From an optimization exercise on the open Yosys and OpenROAD flow, aimed at small area, a short achievable clock period and few clock cycles per item; shortcuts taken in it are not production practice. No functional check of the RTL was part of any run shown here.

## flow/design.v (module list and top-level ports; edited modules follow where they fit)
// module qubit_measure: 2943 lines
// module qm_fa: 10 lines
// module qm_ha: 9 lines
// module qm_bsel: 10 lines
module qubit_measure (
    input  logic               clk,
    input  logic               rst,
    input  logic               in_valid,
    output logic               in_ready,
    input  logic signed [15:0] in_alpha,
    input  logic signed [15:0] in_beta,
    output logic               out_valid,
    input  logic               out_ready,
    output logic               out_bit,
    output logic [15:0]        out_alpha,
    output logic [15:0]        out_beta,
    output logic               out_err
);
  // ...
==> flow/run.sh <==
#!/bin/bash
# synth_recipe.tcl (not shown) runs the flow's synth.tcl, then flattens the netlist and writes it again
# the make line also repeats each setting of config.mk as NAME=value (left out here)
make -C /OpenROAD-flow-scripts/flow DESIGN_CONFIG=/design/flow/config.mk WORK_HOME=/design/flow/orfs CLKGATE_MAP_FILE= SYNTH_SCRIPT=/design/flow/synth_recipe.tcl finish
==> flow/config.mk <==
export PLATFORM = sky130hd
export DESIGN_NAME = qubit_measure
export DESIGN_NICKNAME = qubit_measure
export VERILOG_FILES = /design/flow/design.v
export SDC_FILE = /design/flow/constraint.sdc
export NUM_CORES = 4
export LEC_CHECK = 0
export CAP_MARGIN = 20
export CORE_MARGIN = 2
export CORE_UTILIZATION = 40
export SLEW_MARGIN = 20
export SYNTH_HIERARCHICAL = 1
export SYNTH_MINIMUM_KEEP_SIZE = 0
==> flow/constraint.sdc <==
create_clock -name core_clock -period 11.0 [get_ports {clk}]
set_input_delay 2.2000 -clock core_clock [delete_from_list [all_inputs] [get_ports {clk}]]
set_output_delay 2.2000 -clock core_clock [all_outputs]
set_load 0.01 [all_outputs]
==> flow_summary.ini, run 1 <==
[grt]
grt_usage = 0.192

[timing]
hold_ws_ps = 328
fin_crit_sh = 0.412
report.final.slew_viol_count = 0
worstMarginPinSlew_ps = 1200
layout_min_cycle_time_ps = 4530

[route]
wl_mm = 73.1
via_count = 18919

[setup_path]
crit_buf_inv = 4
critPathMaxStageDelay_ps = 450
startpoint = rst

[synthesis]
netlist_top_cells_count = fa_1 (462), dfxtp_1 (368), xnor2_1 (299)
ys_types = 68
synth_cells = 2454
yosysTopAreaCell = fa_1

[floorplan]
std_cell_rows = 100
n_tap_cell = 969

[worst_hold_path]
min_to = bg_q

[placement]
port_buffers = 41
place_area_um2 = 32000

[layout]
clock_buffers = 68
largest_cell_class = multi-input combinational cells
regMostFlops = xa_q
num-nonclk-buffers = 81
syn_to_final_growth_pct = 11.2
nMultiInputCombCells = 1981

[run_status]
outcome = finished clean

[clock_tree]
post_cts_resize_count = 0
==> run 2: changes to the inputs <==
--- a/flow/design.v
+++ b/flow/design.v
@@ -2887,54 +2887,61 @@
         zt_q <= zs_q;
         xa_q <= xa;
         xb_q <= xb;
         zr_q <= zt_q;
         bg_q <= t_q[31];
         r15_q <= er15_q;
     end
     always_ff @(posedge clk) begin
-        v_q[1] <= acc;
+        v_q[1] <= acc & ~rst;
         v_q[2] <= v_q[1] & ~rst;
         v_q[3] <= v_q[2] & ~rst;
         v_q[4] <= v_q[3] & ~rst;
     end
     logic [47:0] xs;
     assign xs = xa_q + xb_q;
     assign res_bit = bg_q ? r15_q : (~zr_q & ~xs[47]);
     assign res_err = zr_q;
     assign push = v_q[LAT];
     logic [D-1:0] qv_q, qb_q, qe_q;
     logic [D-1:0] sv, sb, se;
-    logic [2:0] cnt_q, cnt_nx;
-    logic rdy_q;
-    assign acc    = in_valid & rdy_q & ~rst;
-    assign take   = qv_q[0] & out_ready & ~rst;
-    assign cnt_nx = cnt_q + {{(2){1'b0}}, acc} - {{(2){1'b0}}, take};
+    logic [D+1:0] oc;              
+    logic [D:1]   oc_q, oc_nx;
+    logic         rdy_q, inc, dec;
+    assign acc = in_valid & rdy_q;
+    assign take = qv_q[0] & out_ready;
+    assign inc = acc & ~take;
+    assign dec = take & ~acc;
+    assign oc  = {1'b0, oc_q, 1'b1};
+    always_comb begin
+        for (int i = 1; i <= D; i++)
+            oc_nx[i] = inc ? oc[i-1] : (dec ? oc[i+1] : oc[i]);
+    end
     always_comb begin
         sv = take ? {1'b0, qv_q[D-1:1]} : qv_q;
         sb = take ? {1'b0, qb_q[D-1:1]} : qb_q;
         se = take ? {1'b0, qe_q[D-1:1]} : qe_q;
         for (int i = D - 1; i >= 0; i--) begin
             if (push && !sv[i] && (i == 0 || sv[i-1])) begin
                 sv[i] = 1'b1;
                 sb[i] = res_bit;
                 se[i] = res_err;
             end
         end
     end
     always_ff @(posedge clk) begin
         if (rst) begin
             qv_q  <= '0;
-            cnt_q <= '0;
+            oc_q  <= '0;
             rdy_q <= 1'b1;
         end else begin
             qv_q  <= sv;
-            cnt_q <= cnt_nx;
-            rdy_q <= (cnt_nx < D);
+            oc_q  <= oc_nx;
+            rdy_q <= ~oc_nx[D];
         end
         qb_q <= sb;
         qe_q <= se;
     end
     assign in_ready  = rdy_q;
     assign out_valid = qv_q[0];
     assign out_bit   = qb_q[0];
     assign out_err   = qe_q[0];
==> run 2 against run 1 <==
  * Clock skew is 1.6 ps higher
  * Synthesized cell count up 0.49%
  * Critical path depth shrank 7
  * Register-to-register slack better by 40 ps
  * Highest routed layer is now met4
  * Cell count up 0.45%
  * Fmax up 9.4%
  * Synthesized area up 0.23%
  * Critical endpoint is now qe_q[4]
  * Clock-buffer cell count shrank 9
  * Still clean on timing, DRC and antenna
==> flow_summary.ini, run 2 <==
[run_status]
outcome = finished clean

[synthesis]
yosys_warnings = 8
synth_xor_area_frac = 0.0920
synth_top_cells_by_area = fa_1 (30%), dfxtp_1 (24%), a22oi_2 (11%)
synth_seq_area_share = 0.256
synth-seq-cells = 383
ys_types = 63
netlist_top_cells_count = fa_1 (461), dfxtp_1 (371), xnor2_1 (297)
netlist_area_um2 = 30400
synth_top_area_frac = 0.304
synthArstFlopShare = 0
synth_edf_count = 12
synthMuxAreaShare = 0.00482
yosysTopAreaCell = fa_1
synth_simple_gate_area_frac = 0.0906
synth_top_family_by_area = adder cells
ys.flop_type = dfxtp_1
synth_fa_ha_area_frac = 0.379
syn_avg_cell_area_um2 = 12.3
synth.most_common_cell = fa_1
synth_cells = 2466
synth-compound-area-share = 0.155

[floorplan]
die_h_um = 280
std_cell_rows = 101
design.die.area_um2 = 78100
die-width_um = 280
io_pins = 72
core_um2 = 75600
start_util = 0.402

[route]
drc = 0
wl_mm = 72.7
via_count = 19142
wl_per_cell_um = 20.3
viasPerCell = 5.35
drtIter0Drc = 1331
ant_nets = 0
firstDrtPassIters = 5

[setup_path]
crit_chain = clkdlybuf4s50_1, nand2_1, clkinv_1, and2_0, o21ai_0, mux2_2
cp_slowest_cell = clkdlybuf4s50_1
cp-end-kind = register
critPathMaxStageDelay_ps = 460
critPathKind = input pin to register
cp.required_ps = 11320
critPathTopFamily = buffers and inverters
cp.arrival_ps = 4460
crit_buf_inv = 2
start_kind = input pin
critPathMaxFanout = 15

[timing]
hold_viol = 0
fin_crit_sh = 0.377
worstMarginPinSlew_ps = 1180
setup_viol = 0
fin_skew_ps = 21.9
rsz0062_at_grt = no
layout_min_cycle_time_ps = 4140
setup_tns_ps = 0
maxSlewHeadroom = 0.213
fmax_mhz = 241
report.final.slew_viol_count = 0

[clock_tree]
clock_sinks = 383
post_cts_buffers = 0
cts-root-buf = clkbuf_16
clkTransAtPathRegs_ps = 60
cts_tree = done
hold_buffers = 0
cts_made_buffers = 44
worstSkewPairLatency_ps = 580
cts_buffer_depth = 3
post_cts_resize_count = 0
cts_max_level = 2

[grt]
grt_max_degree = 67
antenna_found_initial = 0
grt_pass1_wl_mm = 118
grt_usage = 0.190
grt_pass1_vias = 21026
gr-total-overflow = 0

[layout]
final_area_um2 = 33700
syn_to_final_growth_pct = 10.9
regMostFlops = xa_q
largest_register_ffs = 48
seq_area_um2 = 7820
multiInputGateArea_um2 = 22100
final_common_cell = fa_1
reg_top3 = xa_q x48, xb_q x47, t_q x32
layout_common_cells = fa_1 (461), dfxtp_1 (345), xnor2_1 (297), a22oi_2 (256), and2_1 (246)
diodes = 0
fill_cells = 6932
drive_above_1_share = 0.159
final_nets = 3246

[placement]
port_buffers = 41
place_area_um2 = 32100
dp_hpwl_mm = 51.3
place.gp.congestion = 0.824

[run]
max_cap_viol_count = 0

[worst_hold_path]
hold_class = register to register
==> run 2: final cells by class <==
type,instances,area share
Clock buffer,59,0.0360
Clock inverter,22,0.0103
Inverter,69,0.00769
Multi-Input combinational cell,1989,0.656
Sequential cell,383,0.232
Tap cell,978,0.0363
Timing Repair Buffer,81,0.0211
==> run 2: worst paths after layout <==
kind              to       from  depth (start not counted)  slack (ps)
min reg2reg     bg_q    t_q[31]                          0         340
max          qe_q[4]  out_ready                          6        6860
min             bg_q    t_q[31]                          0         340
max reg2reg  t_q[30]   sa0_q[9]                         11        6970
==> run 2: logic make-up after synthesis <==
| family | Yosys count |
|---|---|
| multiplexers | 14 |
| flip-flops | 383 |
| buffers and inverters | 145 |
| adder cells (fa/ha/maj) | 642 |
| other | 2 |
| XOR/XNOR | 319 |
| AND/OR/NAND/NOR | 474 |
| AO/OA/AOI/OAI | 487 |
==> run 2: Yosys stat by module, one instance, submodules excluded <==
module	cells	times used	area, µm²
qubit_measure	1418	1	14800
qm_bsel	2	256	21.3
qm_fa	1	460	20.0
qm_ha	1	76	12.5
==> run 2: metal layers <==
layer  track usage  routed length, µm  vias to the layer above
met1         0.260              33000                     9956
met2         0.319              34900                      488
met3        0.0218               3060                      117
met5             0                  0                        -
li1              -                  -                     8581
met4        0.0539               1690                        0
==> run 2: per-stage QoR <==
step	util	hold WS, ps	worst slack [ps]	std cells
2_1_floorplan	-	310	6740	2517
3_3_place_gp	0.425	314	6360	3500
3_5_place_dp	0.425	323	6290	3500
4_1_cts	0.446	339	6900	3581
5_1_grt	0.446	340	6670	3581
6_report	0.446	335	6860	3581

[what the ideal ports hide]
In the flow no input, the clock included, has a driving cell. The finished layouts below were timed again as built, in two steps. Step 1 assumes that a clkbuf_16 drives the clock port and a buf_2 every other input. Step 2 moves the port delays by t, midway between the first and last clock arrival at a register: inputs arrive t later, outputs are due t later. That takes back most of the time a late clock gives input paths. Slacks: no drivers / after step 1 / after step 2; pairs: no drivers / after step 1.
run	shift t [ns]	setup slack, ns	clock arrival spread, ns
run 1	0.637	6.466 / 6.502 / 5.864	0.021 / 0.021
run 2	0.634	6.856 / 6.893 / 6.259	0.026 / 0.026
After both steps every run listed still meets setup and hold. For run 1, which loses most, drivers alone change the setup slack by +0.036 ns; drivers and shift together by -0.602 ns.
